From an optimization exercise on the open Yosys and OpenROAD flow, aimed at small area; shortcuts taken in it are not production practice.
In this exercise RTL edits were held to simulation tests only and were not proved equivalent to the original.
Power and IR drop assume default switching activity.

## ember
## sd_spi_ctrl
module sd_spi_ctrl (
    input  logic                      clk,
    input  logic                      rst_n,
    input  logic [512-1:0] write_data,
    input  logic                      write_data_ready,
    output logic [512-1:0] read_data,
    output logic                      read_ready,
    output logic                      ready,
    output logic                      error,
    output logic                      spi_clk,
    output logic                      spi_cs_n,
    output logic                      spi_mosi,
    input  logic                      spi_miso
);
    localparam logic [3:0] st_powerup  = 4'b0000;
    localparam logic [3:0] st_r7_tail  = 4'b0001;
    localparam logic [3:0] st_rd_token = 4'b0010;
    localparam logic [3:0] st_rd_data  = 4'b0011;
    localparam logic [3:0] st_wr_data  = 4'b0100;
    localparam logic [3:0] st_wr_resp  = 4'b0101;
    localparam logic [3:0] st_wr_busy  = 4'b0110;
    localparam logic [3:0] st_error    = 4'b0111;
    localparam logic [3:0] st_cmd0     = 4'b1000;
    localparam logic [3:0] st_cmd8     = 4'b1001;
    localparam logic [3:0] st_cmd55    = 4'b1010;
    localparam logic [3:0] st_acmd41   = 4'b1011;
    localparam logic [3:0] st_cmd16    = 4'b1100;
    localparam logic [3:0] st_rd_cmd   = 4'b1101;
    localparam logic [3:0] st_wr_cmd   = 4'b1110;
    localparam logic [3:0] st_wr_wait  = 4'b1111;
    logic [3:0]   state;
    logic [3:0]   state_nx;
    logic [2:0]   div;
    logic         busy;
    logic [3:0]   half_cnt;
    logic [9:0]   cnt;
    logic [7:0]   rx;
    logic         rx_zero;
    logic         rx_one;
    logic         sample;
    logic [25:0]  addr;
    logic         carry;
    logic         rot_state;
    logic         rot_inc;
    logic         rot_step;
    logic         v2;
    logic [512-1:0] blk;
    logic         is_cmd;
    logic         div_last;
    logic         byte_end;
    logic         in_frame;
    logic         fast;
    logic         decide;
    logic         advance;
    logic         rx_ff;
    logic         rx_00;
    logic         rx_01;
    logic         wr_token;
    logic         cap;
    logic         shift;
    logic         hold;
    logic [47:0]  frame;
    logic [7:0]   tx_byte;
    logic         tx_bit;
    assign is_cmd   = state == st_cmd0  || state == st_cmd8  || state == st_cmd55 ||
  ...
Size in the first run: about 2600 cells after synthesis, ~560 flip-flops, ~1000 I/O pins, about 0.024 sq mm of cells after synthesis.
clock: 5.0 ns
lec_check: 0
cap_margin: 3
core_area: 5 5 225 225
die_area: 0 0 230 230
slew_margin: 3
standard.sh (not shown) runs the stock make flow with config.mk's settings and CLKGATE_MAP_FILE= SYNTH_SCRIPT=/design/flow/synth_recipe.tcl, a recipe that flattens the netlist after the stock synthesis.
==> flow/flow/run.sh <==
#!/bin/bash
# Standard synthesis and floorplan, then an area-oriented re-mapping of the
# combinational logic (restructure.tcl), then the rest of the standard layout
# with buf_1 port buffers, pins placed one track apart, a clock tree of larger
# sink clusters without dummy loads.
set -euo pipefail
export BUFFER_PORTS_ARGS="-buffer_cell sky130_fd_sc_hd__buf_1"
export PLACE_PINS_ARGS="-min_distance 1 -min_distance_in_tracks"
export CTS_ARGS="-sink_clustering_enable -repair_clock_nets -dont_use_dummy_load -buf_list {sky130_fd_sc_hd__clkbuf_8 sky130_fd_sc_hd__clkbuf_16} -sink_clustering_size 28 -sink_clustering_max_diameter 100"
WORK_HOME=$(grep -o 'WORK_HOME=[^ ]*' standard.sh | head -1 | cut -d= -f2 | tr -d "'")
export RESULTS=$WORK_HOME/results/sky130hd/sd_spi_ctrl/base
bash standard.sh synth > synth_flow.log 2>&1
bash standard.sh "$RESULTS/2_1_floorplan.odb" > floorplan_flow.log 2>&1
mkdir -p rmp_work
python3 flow/filter_lib.py "$FLOW_HOME/platforms/sky130hd/lib/sky130_fd_sc_hd__tt_025C_1v80.lib" rmp_work/rmp.lib \
  sky130_fd_sc_hd__probe_p_8 sky130_fd_sc_hd__probec_p_8 "sky130_fd_sc_hd__lpflow_*" > filter_lib.log 2>&1
openroad -no_init -exit flow/restructure.tcl > restructure.log 2>&1
bash standard.sh > standard_flow.log 2>&1
Other scripts of this flow, unchanged in this note and not shown: flow/flow/filter_lib.py, flow/flow/restructure.tcl
Changes in zinc relative to ember:
- SLEW_MARGIN changed from 3 to 10
- CAP_MARGIN changed from 3 to 10
Notes after the runs:
- ember → zinc: critical path depth did not really move; xor/xnor cell area share of the yosys netlist flat; aggregate global-route resource usage ~0 delta; total via count after detailed routing flat; final setup violation count level.
- Diff zinc..ember | count of flip-flops and latches | unchanged
- Reported for zinc and ember, post-place instance area turned out identical to the last digit.
- Diff zinc..ember | worst hold slack | negligible
- zinc: flow completed, timing, DRC and antenna clean
- As far as synthesis-to-finish area growth goes, zinc and ember are indistinguishable; the numbers are identical.
- Power per standard cell area came out exactly the same in zinc and ember.

---

Another version of the RTL of sd_spi_ctrl (not shown whole).
Size in the first run: roughly 570 flip-flops, ~1000 I/O pins, ~23000 sq um of cells after synthesis.
Settings: LEC_CHECK=0, CAP_MARGIN=20, CORE_AREA=10 10 410 410, DIE_AREA=0 0 420 420, SLEW_MARGIN=20; clock period 5.0 ns.
run.sh (not shown) runs the stock make flow with config.mk's settings and CLKGATE_MAP_FILE= SYNTH_SCRIPT=/design/flow/synth_recipe.tcl, a recipe that flattens the netlist after the stock synthesis.
Stock flow here: none of the scripts above is used.
==> next run, changes <==
==> flow/flow/run.sh (new file) <==
#!/bin/bash
# Standard layout, with buf_1 port buffers and pins placed one track apart.
set -euo pipefail
export BUFFER_PORTS_ARGS="-buffer_cell sky130_fd_sc_hd__buf_1"
export PLACE_PINS_ARGS="-min_distance 1 -min_distance_in_tracks"
bash standard.sh > standard_flow.log 2>&1
==> flow/standard.sh (new file) <==
#!/bin/bash
# synth_recipe.tcl (not shown) runs the flow's synth.tcl, then flattens the netlist and writes it again
# the make line also repeats each setting of config.mk as NAME=value (left out here)
make -C /OpenROAD-flow-scripts/flow DESIGN_CONFIG=/design/flow/config.mk WORK_HOME=/design/flow/orfs CLKGATE_MAP_FILE= SYNTH_SCRIPT=/design/flow/synth_recipe.tcl "${@:-finish}"
Settings changed: CORE_AREA 10 10 410 410 to 5 5 225 225, CTS_BUF_LIST from default to sky130_fd_sc_hd__clkbuf_4 sky130_fd_sc_hd__clkbuf_8, DIE_AREA 0 0 420 420 to 0 0 230 230.
removed: flow/run.sh
Outcome: Global-route usage came out higher by 20 points; routed wire length shrinks by 30%; power drops by 14%; setup slack is better by 220 ps.

## what the ideal ports hide
How much do the figures lean on ideal ports? The routed layouts below were timed once more, with nothing changed but the port constraints.
Step 1: set_driving_cell puts a clkbuf_16 on clk and a buf_2 on each other input, an assumption about the parent block.
Step 2 moves the port delays by t, midway between the first and last clock arrival at a register: inputs arrive t later, outputs are due t later. That takes back most of the time a late clock gives input paths.
Slacks: ideal / step 1 / step 2; pairs: ideal / step 1.
| run | t, ns | setup slack, ns | clock arrival spread, ns | worst register clock-pin slew, ns |
|---|---|---|---|---|
| ember | 0.632 | 0.690 / 0.630 / 1.192 | 0.060 / 0.060 | 0.12 / 0.12 |
| zinc | 0.632 | 0.690 / 0.630 / 1.192 | 0.060 / 0.060 | 0.12 / 0.12 |
| the first run of note 2 | 0.740 | 0.316 / 0.234 / 0.974 | 0.040 / 0.040 | 0.06 / 0.06 |
| the second run of note 2 | 0.730 | 0.531 / 0.473 / 1.143 | 0.028 / 0.028 | 0.06 / 0.06 |
After both steps setup and hold are still met in every run listed.
